Context: an optimization exercise on an open-source flow, tuned for small area, a short achievable clock period and few clock cycles. The choices shown serve that exercise and are no tape-out recipe. At most, simulation tests tie the RTL to the original design; equivalence was not proved. Power and IR drop assume default switching activity.

==> module pair_tally, before the edit <==
module pair_tally
(
	input  logic              clock,
	input  logic              rst_n,
	input  logic              pv,
	input  logic              eqab,
	input  logic [5:0]        fcmp,       
	input  logic [4:0]        live_a,     
	input  logic [4:0]        live_b,
	input  logic [13:0]       strength,   
	input  logic [1:0]        cand,
	input  logic [1:0]        k4,
	input  logic [1:0]        k5,
	input  logic              same,
	output logic              v2,
	output logic [13:0]       win_part,   
	output logic [13:0]       nl_part     
);
	localparam int T_N = 0;
	localparam int T_A = 1;
	localparam int T_B = 2;
	localparam int C_NN = 0;
	localparam int C_NA = 1;
	localparam int C_NB = 2;
	localparam int C_AN = 3;
	localparam int C_AA = 4;
	localparam int C_AB = 5;
	localparam int C_BN = 6;
	localparam int C_BA = 7;
	localparam int C_BB = 8;
	logic        v1;
	logic [3:0]  nf1;     
	logic [4:0]  w_nn1;
	logic [1:0]  w_na1, w_nb1, w_an1, w_bn1;
	logic [3:0]  w_x1;    
	logic [5:0]  fcmp1;   
	logic [4:0]  w_nn;
	logic [1:0]  w_na, w_nb, w_an, w_bn;
	logic [3:0]  w_x;
	logic [13:0] win_n;
	logic [13:0] nl_n;
	always_ff @(posedge clock)
	begin
		if (!rst_n)
		begin
			v1 <= 1'b0;
			v2 <= 1'b0;
		end
		else
		begin
			v1 <= pv;
			v2 <= v1;
		end
	end
	function automatic logic [4:0] pairs(input logic [2:0] x, input logic [2:0] y, input logic one_rank);
		if (one_rank)
			case (x)
				3'd2:    pairs = 5'd1;
				3'd3:    pairs = 5'd3;
				3'd4:    pairs = 5'd6;
				default: pairs = 5'd0;
			endcase
		else
			pairs = 5'(x * y);
	endfunction
	always_comb
	begin
		logic [2:0] na, nb;
		logic       aa, ab, ba, bb;  
		na = live_a[4:2];
		nb = live_b[4:2];
		aa = live_a[0];
		ba = live_a[1];
		ab = live_b[0];
		bb = live_b[1];
		w_nn = pairs(na, nb, eqab);
		if (!eqab)
		begin
			w_na = 2'(na & {3{ab}});
			w_nb = 2'(na & {3{bb}});
			w_an = 2'(nb & {3{aa}});
			w_bn = 2'(nb & {3{ba}});
			w_x  = {ba && bb, ba && ab, aa && bb, aa && ab};
		end
		else
		begin
			w_na = '0;
			w_nb = '0;
			w_an = 2'(na & {3{aa}});
			w_bn = 2'(na & {3{ba}});
			w_x  = {1'b0, 1'b0, aa && ba, 1'b0};
		end
	end
	function automatic logic [1:0] cmp7(input logic [6:0] x, input logic [6:0] y);
		logic [6:0] g, e;
		logic       gt;
		g  = x & ~y;
		e  = ~(x ^ y);
		gt = 1'b0;
		for (int i = 0; i < 7; i++)
		begin
			logic t;
			t = g[i];
			for (int j = i + 1; j < 7; j++)
				t = t && e[j];
			gt = gt || t;
		end
		cmp7 = {gt, &e};
	endfunction
	logic [3:0] nf;
	always_comb
	begin
		logic [6:0] s0, s1;
		s0 = strength[6:0];
		s1 = strength[13:7];
		nf[1:0] = {!(s1[6] && s1[5]), !(s0[6] && s0[5])};
		nf[3:2] = cmp7(s0, s1);
	end
	always_ff @(posedge clock)
	begin
		nf1     <= nf;
		w_nn1   <= w_nn;
		w_na1   <= w_na;
		w_nb1   <= w_nb;
		w_an1   <= w_an;
		w_bn1   <= w_bn;
		w_x1    <= w_x;
		fcmp1   <= fcmp;
		win_part <= win_n;
		nl_part  <= nl_n;
	end
	logic [8:0] win_c;
	logic [8:0] nl_c;
	always_comb
	begin
		logic       lo0, lo1, gt, eq;
		logic       in0a, in0b, in1a, in1b;
		logic [1:0] c0, c1;
		logic       f0, f1, fl0, fl1;
		logic       win, tie;
		{gt, eq, lo1, lo0} = nf1;
		for (int ta = 0; ta < 3; ta++)
			for (int tb = 0; tb < 3; tb++)
			begin
				in0a = ta == T_A;
				in0b = tb == T_A;
				in1a = (ta == T_A && same) || ta == T_B;
				in1b = (tb == T_A && same) || tb == T_B;
				c0 = 2'(in0a) + 2'(in0b);
				c1 = 2'(in1a) + 2'(in1b);
				f0 = cand[0] && (k5[0] || (k4[0] && c0 != 2'd0) || c0 == 2'd2);
				f1 = cand[1] && (k5[1] || (k4[1] && c1 != 2'd0) || c1 == 2'd2);
				fl0 = f0 && lo0;
				fl1 = f1 && lo1;
				if (fl0 && fl1)
				begin
					if (in0b)
						{win, tie} = fcmp1[5:4];
					else if (in0a)
						{win, tie} = fcmp1[3:2];
					else
						{win, tie} = fcmp1[1:0];
				end
				else if (fl0)
				begin
					win = lo1;
					tie = 1'b0;
				end
				else if (fl1)
				begin
					win = !lo0;
					tie = 1'b0;
				end
				else
				begin
					win = gt;
					tie = eq;
				end
				win_c[ta*3+tb] = win;
				nl_c[ta*3+tb]  = win || tie;
			end
	end
	function automatic logic [13:0] parts(input logic [8:0] hit,
		input logic [4:0] nn, input logic [1:0] na, input logic [1:0] nb,
		input logic [1:0] an, input logic [1:0] bn, input logic [3:0] x);
		logic [2:0] sa, sb, s1;
		sa = (hit[C_NA] ? 3'(na) : 3'd0) + (hit[C_NB] ? 3'(nb) : 3'd0);
		sb = (hit[C_AN] ? 3'(an) : 3'd0) + (hit[C_BN] ? 3'(bn) : 3'd0);
		s1 = 3'(hit[C_AA] && x[0]) + 3'(hit[C_AB] && x[1]) + 3'(hit[C_BA] && x[2]) + 3'(hit[C_BB] && x[3]);
		parts = {sa, sb, s1, hit[C_NN] ? nn : 5'd0};
	endfunction
	assign win_n = parts(win_c, w_nn1, w_na1, w_nb1, w_an1, w_bn1, w_x1);
	assign nl_n  = parts(nl_c, w_nn1, w_na1, w_nb1, w_an1, w_bn1, w_x1);
endmodule
clock: 12.5 ns
lec_check: 0
abc_area: 1
cap_margin: 20
core_margin: 2
core_utilization: 45
slew_margin: 20
standard.sh (not shown) runs the stock make flow with config.mk's settings and CLKGATE_MAP_FILE= SYNTH_SCRIPT=/design/flow/synth_recipe.tcl, a recipe that flattens the netlist after the stock synthesis.
==> flow/flow/run.sh <==
#!/bin/bash
# Standard layout, with timing repair aimed well below the clock period
cp standard.sh standard_sh_copy.log
export SETUP_SLACK_MARGIN=8.8
bash standard.sh > standard.log 2>&1
==> next run, changes <==
--- a/flow/design.v
+++ b/flow/design.v
@@ -531,13 +531,13 @@
 	localparam int C_AA = 4;
 	localparam int C_AB = 5;
 	localparam int C_BN = 6;
 	localparam int C_BA = 7;
 	localparam int C_BB = 8;
 	logic        v1;
-	logic [3:0]  nf1;     
+	logic [13:0] nf1;
 	logic [4:0]  w_nn1;
 	logic [1:0]  w_na1, w_nb1, w_an1, w_bn1;
 	logic [3:0]  w_x1;    
 	logic [5:0]  fcmp1;   
 	logic [4:0]  w_nn;
 	logic [1:0]  w_na, w_nb, w_an, w_bn;
@@ -593,12 +593,25 @@
 			w_nb = '0;
 			w_an = 2'(na & {3{aa}});
 			w_bn = 2'(na & {3{ba}});
 			w_x  = {1'b0, 1'b0, aa && ba, 1'b0};
 		end
 	end
+	always_ff @(posedge clock)
+	begin
+		nf1     <= strength;
+		w_nn1   <= w_nn;
+		w_na1   <= w_na;
+		w_nb1   <= w_nb;
+		w_an1   <= w_an;
+		w_bn1   <= w_bn;
+		w_x1    <= w_x;
+		fcmp1   <= fcmp;
+		win_part <= win_n;
+		nl_part  <= nl_n;
+	end
 	function automatic logic [1:0] cmp7(input logic [6:0] x, input logic [6:0] y);
 		logic [6:0] g, e;
 		logic       gt;
 		g  = x & ~y;
 		e  = ~(x ^ y);
 		gt = 1'b0;
@@ -609,44 +622,27 @@
 			for (int j = i + 1; j < 7; j++)
 				t = t && e[j];
 			gt = gt || t;
 		end
 		cmp7 = {gt, &e};
 	endfunction
-	logic [3:0] nf;
-	always_comb
-	begin
-		logic [6:0] s0, s1;
-		s0 = strength[6:0];
-		s1 = strength[13:7];
-		nf[1:0] = {!(s1[6] && s1[5]), !(s0[6] && s0[5])};
-		nf[3:2] = cmp7(s0, s1);
-	end
-	always_ff @(posedge clock)
-	begin
-		nf1     <= nf;
-		w_nn1   <= w_nn;
-		w_na1   <= w_na;
-		w_nb1   <= w_nb;
-		w_an1   <= w_an;
-		w_bn1   <= w_bn;
-		w_x1    <= w_x;
-		fcmp1   <= fcmp;
-		win_part <= win_n;
-		nl_part  <= nl_n;
-	end
 	logic [8:0] win_c;
 	logic [8:0] nl_c;
 	always_comb
 	begin
+		logic [6:0] s0, s1;
 		logic       lo0, lo1, gt, eq;
 		logic       in0a, in0b, in1a, in1b;
 		logic [1:0] c0, c1;
 		logic       f0, f1, fl0, fl1;
 		logic       win, tie;
-		{gt, eq, lo1, lo0} = nf1;
+		s0  = nf1[6:0];
+		s1  = nf1[13:7];
+		lo0 = !(s0[6] && s0[5]);  
+		lo1 = !(s1[6] && s1[5]);
+		{gt, eq} = cmp7(s0, s1);
 		for (int ta = 0; ta < 3; ta++)
 			for (int tb = 0; tb < 3; tb++)
 			begin
 				in0a = ta == T_A;
 				in0b = tb == T_A;
 				in1a = (ta == T_A && same) || ta == T_B;
The changed run completed without violations.
Total power rose by about 6%.
Die area increases by about 1.9%.
Cell area rises by 0.97%.
Critical path depth is unchanged.
First-iteration DRC count rose by 13%.
Combinational power climbs by 33%.
Via count went up by 0.93%.
Utilization is about the same.
Global-route usage fell by 1.5 points.
Clock skew came out lower by 0.023 ns.
Wire length decreases by 1.6%.
Testbench counts after the change, summed over its fixed seeds: cycles 5,952.
No functional check of the RTL was part of the first run of this note.

-- re-timing with driven ports --
Ports are ideal in the flow. The routed layouts listed here were re-timed in OpenROAD. Step 1, drivers: a clkbuf_16 drives clock and a buf_2 each remaining input, both assumed. Step 2, shift: input delay + t, output delay - t, t = (earliest + latest rising clock arrival at the registers) / 2. This alone moves slack from input paths to output paths. a / b / c = ideal ports / drivers / drivers and shift; a / b = the first two.
run	t (ns)	setup slack, ns	clock arrival spread, ns	pins driven straight from the clock port
the first run	0.675	8.675 / 8.607 / 8.201	0.073 / 0.073	1
the second run	0.694	8.769 / 8.700 / 8.164	0.049 / 0.049	1
After both steps setup and hold are still met in every run listed. The setup slack of the second run, which loses most, moves by -0.069 ns with the drivers and by -0.605 ns with both steps.
